What follows belongs to an exercise in optimizing a design on an open flow for small area; a production flow would make more cautious choices. Function was checked by simulation only, so behaviour that the tests miss may differ from the original. Power is estimated from default activity; no workload was simulated.

Design bbox_overlay_mux, start of the top module:
module bbox_overlay_mux #(
  parameter int H_PIXEL  = 1024,
  parameter int V_PIXEL  = 768,
  parameter int OBJ_NUM  = 16,
  parameter int LINE_W   = 2,
  parameter int MARGIN_X = 20,
  parameter int MARGIN_Y = 20
) (
  input  logic                     sys_clk,
  input  logic                     sys_rst_n,
  input  logic                     pre_wr_en,
  input  logic                     pre_hs,
  input  logic                     pre_vs,
  input  logic [OBJ_NUM*43-1:0]    pos_data,
  input  logic [15:0]              cam_data,
  input  logic [1:0]               mode,
  output logic [15:0]              fusion_rgb565,
  output logic [23:0]              fusion_rgb888,
  output logic                     fusion_hs,
  output logic                     fusion_vs,
  output logic                     fusion_wr_en,
  output logic [7:0]               obj_num,
  output logic                     frame_latch
);
  localparam logic [9:0] X_LAST = 10'(H_PIXEL - 1);
  localparam logic [9:0] Y_LAST = 10'(V_PIXEL - 1);
  function automatic logic le11(input logic [10:0] a, input logic [10:0] b);
    logic c;
    c = 1'b1;
    for (int k = 0; k < 11; k++) c = (b[k] & ~a[k]) | (c & (b[k] | ~a[k]));
    le11 = c;
  endfunction
  logic        vs_q;
  logic        vs_rise;
  logic [1:0]  shadow_mode;
  logic [OBJ_NUM-1:0] in_ok;             
  logic [4:0]  in_cnt;                   
  logic [4:0]  lat_cnt;                  
  ...
For scale: ~4200 cells after synthesis, ~890 flip-flops, ~760 I/O pins, roughly 0.039 mm² of cells after synthesis.
export LEC_CHECK = 0
export ABC_AREA = 1
export CAP_MARGIN = 20
export CORE_MARGIN = 2
export CORE_UTILIZATION = 60
export PLACE_DENSITY = 0.7
export SLEW_MARGIN = 20
export BUFFER_PORTS_ARGS = -buffer_cell sky130_fd_sc_hd__buf_1
export CTS_ARGS = -sink_clustering_enable -repair_clock_nets -dont_use_dummy_load -buf_list sky130_fd_sc_hd__clkbuf_8 -sink_clustering_size 30 -sink_clustering_max_diameter 40
create_clock -name core_clock -period 6.0 [get_ports {sys_clk}]
standard.sh (not shown) runs the stock make flow with config.mk's settings and CLKGATE_MAP_FILE= SYNTH_SCRIPT=/design/flow/synth_recipe.tcl, a recipe that flattens the netlist after the stock synthesis.
==> flow/flow/run.sh <==
#!/bin/bash
# Layout flow: the standard ORFS flow (standard.sh, unchanged synthesis)
# with two layout settings changed:
#  - port buffers use the smallest buffer cell (buf_1) instead of the
#    default pick; every input and output port still gets its own buffer
#  - clock tree built from clkbuf_8 cells with clusters of up to 30 sinks within 40 um and no
#    dummy loads
set -o pipefail
cat >> config.mk <<'EOC'
export BUFFER_PORTS_ARGS = -buffer_cell sky130_fd_sc_hd__buf_1
export CTS_ARGS = -sink_clustering_enable -repair_clock_nets -dont_use_dummy_load -buf_list sky130_fd_sc_hd__clkbuf_8 -sink_clustering_size 30 -sink_clustering_max_diameter 40
EOC
bash standard.sh > standard.log 2>&1
==> next run, changes <==
==> flow/flow/run.sh (replaced) <==
#!/bin/bash
# Layout flow: the standard ORFS flow (standard.sh, unchanged synthesis)
# with two layout settings changed:
#  - port buffers use the smallest buffer cell (buf_1) instead of the
#    default pick; every input and output port still gets its own buffer
#  - clock tree built from clkbuf_4 cells with clusters of up to 10 sinks within 30 um and no
#    dummy loads
set -o pipefail
cat >> config.mk <<'EOC'
export BUFFER_PORTS_ARGS = -buffer_cell sky130_fd_sc_hd__buf_1
export CTS_ARGS = -sink_clustering_enable -repair_clock_nets -dont_use_dummy_load -buf_list sky130_fd_sc_hd__clkbuf_4 -sink_clustering_size 10 -sink_clustering_max_diameter 30
EOC
bash standard.sh > standard.log 2>&1
- CTS_ARGS: -sink_clustering_enable -repair_clock_nets -dont_use_dummy_load -buf_list sky130_fd_sc_hd__clkbuf_8 -sink_clustering_size 30 -sink_clustering_max_diameter 40 -> -sink_clustering_enable -repair_clock_nets -dont_use_dummy_load -buf_list sky130_fd_sc_hd__clkbuf_4 -sink_clustering_size 10 -sink_clustering_max_diameter 30
Sequential share of layout area rises by 0.34 points.
Total power falls by 3.4%.
Clock-buffer cell count rises by 46.
Final cell count rises by about 1%.
Synthesized cell count is unchanged.
Critical path depth rises by 1.
Setup slack improves by 290 ps.
Global-route usage rises by 0.26 points.
Cell area falls by about 0.7%.

## afterwards: timing with drivers on the ports
In the flow no input, the clock included, has a driving cell. The finished layouts below were timed again as built, in two steps.
Step 1: set_driving_cell puts a clkbuf_16 on sys_clk and a buf_2 on each other input, an assumption about the parent block.
Step 2, shift: input delay + t, output delay - t, t = (earliest + latest rising clock arrival at the registers) / 2. This alone moves slack from input paths to output paths.
Three values: no drivers, after step 1, after step 2; two values: the first two.
| run | t, ns | setup WS [ns] | worst register clock-pin slew, ns | worst slew at a driven data input, ns |
|---|---|---|---|---|
| the first run | 0.773 | 0.671 / 0.714 / -0.059 | 0.11 / 0.11 | 0.20 |
| the second run | 1.062 | 0.966 / 0.993 / -0.058 | 0.11 / 0.11 | 0.20 |
Met with ideal ports but missed after step 2: setup timing in the first run and the second run. For the second run, which loses most, drivers alone change the setup slack by +0.027 ns; drivers and shift together by -1.024 ns.
